Context: an optimization exercise on an open-source flow, tuned for small area. The choices shown serve that exercise and are no tape-out recipe. In this exercise RTL edits were held to simulation tests only and were not proved equivalent to the original. Power and IR drop assume default switching activity.

==> design.v <==
package pio_pkg;
  typedef enum logic [3:0] {
    NOP     = 4'd0,
    INSTR   = 4'd1,   
    CLKDIV  = 4'd2,
    PINBASE = 4'd3,
    START   = 4'd4,   
    PUSH    = 4'd5,   
    ENABLE  = 4'd6
  } pio_action_e;
  typedef enum logic [2:0] {
    JMP  = 3'd0,
    SET  = 3'd1,
    OUT  = 3'd2,
    PULL = 3'd3
  } pio_op_e;
  typedef enum logic [1:0] {
    COND_ALWAYS = 2'd0,
    COND_X_DEC  = 2'd1,   
    COND_OSRE   = 2'd2    
  } pio_cond_e;
  typedef enum logic [1:0] {
    DEST_PINS = 2'd0,
    DEST_X    = 2'd1
  } pio_dest_e;
  typedef struct packed {
    pio_op_e    op;
    logic [2:0] delay;
    pio_cond_e  cond;
    logic [4:0] target;
    logic [2:0] pad;
  } pio_flow_t;
  typedef struct packed {
    pio_op_e    op;
    logic [2:0] delay;
    pio_dest_e  dest;
    logic [4:0] value;
    logic [2:0] pad;
  } pio_data_t;
  typedef union packed {
    pio_flow_t flow;
    pio_data_t data;
  } pio_instr_u;
  typedef struct packed {
    pio_action_e action;
    logic        mindex;   
    logic [4:0]  index;    
    logic [31:0] data;
  } pio_cmd_t;
  typedef struct packed {
    logic [8-1:0] out;
    logic [8-1:0] dir;
  } pio_pins_t;
endpackage
module pio_sm (
  input  logic                 clk_25mhz,
  input  logic                 pwr_up_reset_n,
  input  logic [3:0]           cfg_we,     
  input  logic [31:0]          cfg_data,
  input  logic                 push,
  input  pio_pkg::pio_instr_u  instr,
  output logic [$clog2(32)-1:0] pc,
  output logic                 full,
  output pio_pkg::pio_pins_t   pins
);
  localparam int DEPTH = 4;
  localparam int PTR_W = $clog2(DEPTH);
  localparam int CNT_W = $clog2(DEPTH + 1);
  localparam int PC_W  = $clog2(32);
  localparam int NP    = 8;
  logic [15:0]          clkdiv;
  logic [15:0]          div_cnt;
  logic [$clog2(NP)-1:0] pin_base;
  logic                 en;
  logic [2:0]           delay_cnt;
  logic [31:0]          x;
  logic [31:0]          osr;
  logic [5:0]           osr_cnt;    
  logic [NP-1:0]        out_reg;
  logic [NP-1:0]        dir_reg;
  logic [31:0]          fifo [DEPTH];
  logic [PTR_W-1:0]     wr_ptr;
  logic [PTR_W-1:0]     rd_ptr;
  logic [CNT_W-1:0]     fifo_cnt;
  logic                 tick;
  logic                 fifo_empty;
  logic                 pull_stall;
  logic                 run;
  logic                 pop;
  logic                 do_push;
  logic                 take;
  logic [5:0]           out_len;
  logic [31:0]          bit_mask;
  logic [31:0]          out_bits;
  assign tick       = en && (div_cnt >= clkdiv - 16'd1);
  assign fifo_empty = (fifo_cnt == '0);
  assign full       = (fifo_cnt == CNT_W'(DEPTH));
  assign pull_stall = (instr.data.op == pio_pkg::PULL) && fifo_empty;
  assign run     = tick && !cfg_we[2] && (delay_cnt == 3'd0) && !pull_stall;
  assign pop     = run && (instr.data.op == pio_pkg::PULL);
  assign do_push = push && !full;
  assign out_len  = (instr.data.value == 5'd0) ? 6'd32 : {1'b0, instr.data.value};
  assign bit_mask = (instr.data.value == 5'd0) ? '1 : (32'd1 << instr.data.value) - 32'd1;
  assign out_bits = osr & bit_mask;
  always_comb begin
    case (instr.flow.cond)
      pio_pkg::COND_ALWAYS: take = 1'b1;
      pio_pkg::COND_X_DEC:  take = (x != 32'd0);
      pio_pkg::COND_OSRE:   take = (osr_cnt != 6'd0);
      default:              take = 1'b0;
    endcase
  end
  always_ff @(posedge clk_25mhz) begin
    if (!pwr_up_reset_n) begin
      clkdiv    <= 16'd1;
      div_cnt   <= '0;
      pin_base  <= '0;
      en        <= 1'b0;
      pc        <= '0;
      delay_cnt <= '0;
      osr_cnt   <= '0;
      out_reg   <= '0;
      dir_reg   <= '0;   
      wr_ptr    <= '0;
      rd_ptr    <= '0;
      fifo_cnt  <= '0;
    end else begin
      if (cfg_we[0]) clkdiv <= cfg_data[15:0];
      if (cfg_we[1]) pin_base <= cfg_data[$clog2(NP)-1:0];
      if (cfg_we[3]) en <= cfg_data[0];
      if (tick) div_cnt <= '0;
      else if (en) div_cnt <= div_cnt + 16'd1;
      if (cfg_we[2]) begin
        pc        <= cfg_data[PC_W-1:0];
        delay_cnt <= '0;
      end else if (run) begin
        delay_cnt <= instr.flow.delay;
        if (instr.flow.op == pio_pkg::JMP && take) pc <= instr.flow.target;
        else pc <= pc + PC_W'(1);
        case (instr.data.op)
          pio_pkg::SET:
            if (instr.data.dest == pio_pkg::DEST_PINS) begin
              out_reg[0] <= instr.data.value[0];
              dir_reg[0] <= 1'b1;
            end
          pio_pkg::OUT: begin
            osr_cnt <= (osr_cnt > out_len) ? osr_cnt - out_len : 6'd0;
            if (instr.data.dest == pio_pkg::DEST_PINS)
              out_reg <= (out_reg & ~bit_mask[NP-1:0]) | out_bits[NP-1:0];
          end
          pio_pkg::PULL: osr_cnt <= 6'd32;
          default: ;
        endcase
      end else if (tick && delay_cnt != 3'd0) begin
        delay_cnt <= delay_cnt - 3'd1;   
      end
      if (do_push) wr_ptr <= wr_ptr + PTR_W'(1);
      if (pop) rd_ptr <= rd_ptr + PTR_W'(1);
      case ({do_push, pop})
        2'b10:   fifo_cnt <= fifo_cnt + CNT_W'(1);
        2'b01:   fifo_cnt <= fifo_cnt - CNT_W'(1);
        default: ;
      endcase
    end
  end
  always_ff @(posedge clk_25mhz) begin
    if (do_push) fifo[wr_ptr] <= cfg_data;
    if (!pwr_up_reset_n) begin
      x   <= '0;
      osr <= '0;
    end else if (run) begin
      case (instr.data.op)
        pio_pkg::JMP:
          if (instr.flow.cond == pio_pkg::COND_X_DEC) x <= x - 32'd1;
        pio_pkg::SET:
          if (instr.data.dest == pio_pkg::DEST_X) x <= {27'd0, instr.data.value};
        pio_pkg::OUT: begin
          if (instr.data.dest == pio_pkg::DEST_X) x <= out_bits;
          osr <= (instr.data.value == 5'd0) ? '0 : osr >> instr.data.value;   
        end
        pio_pkg::PULL: osr <= fifo[rd_ptr];
        default: ;
      endcase
    end
  end
  assign pins.out = out_reg << pin_base;
  assign pins.dir = dir_reg << pin_base;
endmodule
module pio_pin_merge (
  input  logic [2*2*8-1:0] sm_pins,   
  output logic [8-1:0]  pins
);
  logic [8-1:0] driven;   
  logic [8-1:0] level;
  pio_pkg::pio_pins_t p;
  always_comb begin
    driven = '0;
    level  = '0;
    p      = '0;
    for (int i = 0; i < 2; i++) begin
      p = sm_pins[i*2*8 +: 2*8];
      driven |= p.dir;
      level |= p.out & p.dir;
    end
  end
  assign pins = level | ~driven;
endmodule
module pio_core (
  input  logic                      clk_25mhz,
  input  logic                      pwr_up_reset_n,
  input  pio_pkg::pio_cmd_t         cmd,
  output logic [2-1:0]    full,
  output logic [8-1:0]  pins
);
  localparam int PC_W = $clog2(32);
  logic [15:0]         imem [32];   
  logic [PC_W-1:0]     sm_pc [2];
  logic [2*2*8-1:0] sm_pins;
  always_ff @(posedge clk_25mhz) begin
    if (cmd.action == pio_pkg::INSTR) imem[cmd.index] <= cmd.data[15:0];
  end
  for (genvar i = 0; i < 2; i++) begin : g_sm
    logic       sel;
    logic [3:0] cfg_we;
    logic       push;
    assign sel = (cmd.mindex == 1'(i));
    assign cfg_we[0] = sel && (cmd.action == pio_pkg::CLKDIV);
    assign cfg_we[1] = sel && (cmd.action == pio_pkg::PINBASE);
    assign cfg_we[2] = sel && (cmd.action == pio_pkg::START);
    assign cfg_we[3] = sel && (cmd.action == pio_pkg::ENABLE);
    assign push      = sel && (cmd.action == pio_pkg::PUSH);
    pio_sm u_sm (
      .clk_25mhz      (clk_25mhz),
      .pwr_up_reset_n (pwr_up_reset_n),
      .cfg_we         (cfg_we),
      .cfg_data       (cmd.data),
      .push           (push),
      .instr          (imem[sm_pc[i]]),   
      .pc             (sm_pc[i]),
      .full           (full[i]),
      .pins           (sm_pins[i*2*8 +: 2*8])
    );
  end
  pio_pin_merge u_merge (
    .sm_pins (sm_pins),
    .pins    (pins)
  );
endmodule
module pio_top (
  input  logic                      clk_25mhz,
  input  logic                      pwr_up_reset_n,
  input  logic [3:0]                cmd_action,
  input  logic                      cmd_mindex,
  input  logic [4:0]                cmd_index,
  input  logic [31:0]               cmd_data,
  output logic [2-1:0]    full,
  output logic [8-1:0]  pins
);
  pio_pkg::pio_cmd_t cmd;
  assign cmd = {cmd_action, cmd_mindex, cmd_index, cmd_data};
  pio_core u_core (
    .clk_25mhz      (clk_25mhz),
    .pwr_up_reset_n (pwr_up_reset_n),
    .cmd            (cmd),
    .full           (full),
    .pins           (pins)
  );
endmodule
==> run.sh <==
#!/bin/bash
# synth_recipe.tcl (not shown) runs the flow's synth.tcl, then flattens the netlist and writes it again
# the make line also repeats each setting of config.mk as NAME=value (left out here)
make -C /OpenROAD-flow-scripts/flow DESIGN_CONFIG=/design/flow/config.mk WORK_HOME=/design/flow/orfs CLKGATE_MAP_FILE= SYNTH_SCRIPT=/design/flow/synth_recipe.tcl finish
==> config.mk <==
export PLATFORM = sky130hd
export DESIGN_NAME = pio_top
export DESIGN_NICKNAME = pio_top
export VERILOG_FILES = /design/flow/design.v
export SDC_FILE = /design/flow/constraint.sdc
export NUM_CORES = 4
export LEC_CHECK = 0
export CAP_MARGIN = 20
export CORE_MARGIN = 2
export CORE_UTILIZATION = 40
export SLEW_MARGIN = 20
==> constraint.sdc <==
create_clock -name core_clock -period 10.0 [get_ports {clk_25mhz}]
set_input_delay 2.0000 -clock core_clock [delete_from_list [all_inputs] [get_ports {clk_25mhz}]]
set_output_delay 2.0000 -clock core_clock [all_outputs]
set_load 0.01 [all_outputs]
==> results.yml <==
clock_tree:
  clock-sinks: 932
  cts_hold_buf: 0
  cts_resized: 0
  htreeDepth: 3
  cts_buffer_depth: 3
  numCtsBuffers: 101
  cts_tree: "done"
  cts_setup_buffers: 0
  cts.clk_slew.worst_paths_ns: 0.07
  clkLatencyLatePin_ns: 0.71
  root_buffer: "clkbuf_16"
critical_path:
  crit_buf_inv: 4
  worstPathMaxFanout: 46
  r2r_cells: 16
  crit_arrival_ns: 6.55
  crit_type: "register to register"
  cp.required_ns: 10.56
  rrSetupSlack_ns: 4.01
  cpPeakStageDelay_ns: 0.76
  timing.rr.end: "u_core.g_sm[0].u_sm.x[22]"
  cp_slowest_cell: "buf_4"
  critPathCaptureType: "register"
  critPathTopFamily: "buffers and inverters"
  path_cells: "buf_4 > mux4_2 > mux4_2 > mux2i_2 > buf_4 > nand2_1 > nor4_4 > inv_2 > ha_1 > clkinv_1 > a21oi_1 > and3_1 > o21ai_0 > a21oi_1 > o21ba_2 > o22ai_1"
  start_kind: "register"
floorplanning:
  die_w_um: 347
  core-area_um2: 117000
  rows: 126
  ioPinCount: 54
  die-area_um2: 121000
  initial_utilization_pct: 40.2
  dieHeight_um: 347
min_path:
  min_to: "u_core.g_sm[1].u_sm.clkdiv[15]"
  hold_path.class: "register to register"
  min_delay_path_depth: 2
  worstHoldStart: "u_core.g_sm[1].u_sm.clkdiv[15]"
flow_run:
  max_cap_violations: 0
sta:
  fmaxAchievable_mhz: 167
  hold_ws_ns: 0.464
  fin_skew_ns: 0.0389
  worst_pin_slew_ns: 1.10
  setup_tns_ns: 0
  fin_crit_ns: 5.99
  hold_violations: 0
  slew_headroom_pct: 26.7
  layout_setup_ws_ns: 4.01
  period_share_pct: 59.9
  rsz0062_at_grt: "no"
  slew_viol_final: 0
  setup_violations: 0
synthesis:
  yosys-top-cells-area: "edfxtp_1 43%, mux4_2 13%, dfxtp_1 11%"
  yosysSeqAreaShare_pct: 53.8
  synth_top_area_share_pct: 42.8
  synth-seq-cells: 932
  synth.distinct_cells: 92
  yosysTopAreaCell: "edfxtp_1"
  avgSynthCellArea_um2: 12.5
  async_flop_share_pct: 0
  ys.warnings.count: 4
  synth_edf_count: 672
  synthCells: 3781
  syn_area_um2: 47200
  ys.flop_type: "edfxtp_1"
  syn_nets: 3897
cells_and_area:
  fin_util_pct: 44.8
  drive_gt1_share_pct: 16.0
  n_fill_cell: 10600
  final_cell_count_no_fill: 5414
  final_area_um2: 52700
  fin_nets: 3905
  top_register: "u_core.imem"
  regArea_um2: 25400
  area_growth_pct: 11.6
  multi_input_area_um2: 20400
  reg_top3: "u_core.imem: 416 flops, u_core.g_sm.u_sm.fifo: 256 flops"
  largest_reg_flops: 416
power_and_ir_drop:
  vdd_drop_max_v: 0.000178
  p_leak_nw: 17.2
  power_mw: 8.49
  power_density_nw_per_um2: 161
global_route:
  grt_pass1_vias: 32600
  grt.overflow.total: 0
  grtUsageTotal_pct: 23.5
  antenna_found_initial: 4
  grt_max_degree: 81
  grt_pass1_wl_um: 214000
route:
  drt_iter0_drc: 3906
  route.detailed.drc: 0
  antenna_left: 0
  vias: 33400
  drt_wl_total_um: 144000
  routed_via_density: 6.16
  wl_per_cell_um: 26.5
  dr.pass1.iters: 8
place:
  dp_slack_ns: 4.09
  dp_hpwl_um: 93600
  port_buffers: 53
  dp.cells: 5222
  dpl_cell_area_um2: 49200
  gp_congestion: 0.966
run_status:
  status: "no timing/DRC/antenna violations"
-- synth_stat cells (all sizes together) (6+ instances only) --
cell,number
a211oi,26
a21o,29
a21oi,224
a221oi,24
a22o,9
a22oi,64
a31oi,53
a32oi,16
and2,33
and3,20
and4,8
buf,101
clkbuf,145
dfxtp,260
edfxtp,672
ha,68
inv,67
mux2,19
mux2i,234
mux4,265
nand2,275
nand2b,35
nand3,74
nand3b,15
nand4,25
nor2,358
nor2b,25
nor3,71
nor3b,8
nor4,26
o2111ai,8
o211ai,25
o21a,32
o21ai,188
o221a,9
o221ai,10
o22a,7
o22ai,36
o31ai,12
or2,9
or3,19
or3b,6
or4,15
xnor2,45
xor2,43
-- worst reg2reg max path, cell delays in order, from the launching register on --
cell and delay, ns:
dfxtp_4 0.66, buf_4 0.77, mux4_2 0.66, mux4_2 0.54, mux2i_2 0.18, buf_4 0.35, nand2_1 0.37, nor4_4 0.50
inv_2 0.17, ha_1 0.45, clkinv_1 0.27, a21oi_1 0.14, and3_1 0.23, o21ai_0 0.17, a21oi_1 0.09, o21ba_2 0.23
o22ai_1 0.06
-- power by group --
group	internal [mW]	switching, mW
clock	2.23	1.63
combinational	0.142	0.322
sequential	4.15	0.0143
total	6.52	1.97
-- placed cells by master, fill, tap and decap left out, types with 29 or more instances in the layout --
master,instances
buf_4,98
o22ai_1,36
mux4_2,265
and2_1,33
nor3_1,68
mux2i_1,230
a31oi_1,52
inv_1,62
nor2_1,352
nand2_1,275
a21o_1,29
a21oi_1,223
xor2_1,43
edfxtp_1,672
dfxtp_1,251
o21a_1,32
xnor2_1,45
nand3_1,74
ha_1,68
o21ai_0,185
clkdlybuf4s50_1,39
nand2b_1,35
clkbuf_16,103
a22oi_1,64
-- cells by family (layout without fill, tap and decap cells) --
group                    count (synthesis)  after routing  synth area share, %
buffers and inverters                  317            413                 3.05
AO/OA/AOI/OAI                          824            824                 11.2
multiplexers                           518            518                 18.1
XOR/XNOR                                88             88                 1.63
flip-flops                             932            932                 53.8
AND/OR/NAND/NOR                       1030           1030                 10.3
other                                    0              1                    0
adder cells (fa/ha/maj)                 72             72                 1.97
-- how the worst max path moves through the flow --
| stage | from | endpoint | cells after the start |
|---|---|---|---|
| detailed placement | register | u_core.g_sm[0].u_sm.x[22] | 16 |
| floorplan | u_core.g_sm[0].u_sm.clkdiv[2] | u_core.g_sm[0].u_sm.fifo_cnt[2] | 20 |
| CTS | register | u_core.g_sm[0].u_sm.x[22] | 16 |
| global placement | register | u_core.g_sm[1].u_sm.osr_cnt[2] | 17 |
| global route | register | u_core.g_sm[1].u_sm.x[20] | 14 |
| finish | register | u_core.g_sm[0].u_sm.x[22] | 16 |
-- area by class of cell --
class	instances	area share, %
repair buffers	151	2.27
clock buffers	126	5.17
diodes	1	0.00475
multi-input cells	2532	38.8
flip-flops and latches	932	48.3
clock inverters	65	1.34
inverters	71	0.511
well taps	1536	3.65
-- routing by layer --
layer	vias to the layer above	GRT usage, %	share of wire [%]
met3	258	4.55	8.7
met4	2	7.55	3.1
met5	-	0	0.0049
li1	14700	-	-
met2	1589	36.8	46
met1	16800	32.9	42

## port drivers added, routing unchanged
In the flow no input, the clock included, has a driving cell. The finished layout below was timed again as built, in two steps.
Step 1 assumes that a clkbuf_16 drives the clock port and a buf_2 every other input.
Step 2 adds t to the input delays and takes it off the output delays; t is the mean of the earliest and latest rising clock arrival at the registers after step 1. Input paths then give back, and output paths get back, about the clock's delay inside the block.
Three values: no drivers, after step 1, after step 2; two values: the first two.
t, ns: 0.766
setup slack, ns: 4.010 / 4.010 / 4.010
worst setup path after step 2: register to register
clock arrival spread, ns: 0.041 / 0.041
slew at the worst register clock pin (ns): 0.07 / 0.07
After both steps setup and hold are still met in this run. For this run, drivers alone change the setup slack by 0.000 ns; drivers and shift together by 0.000 ns.
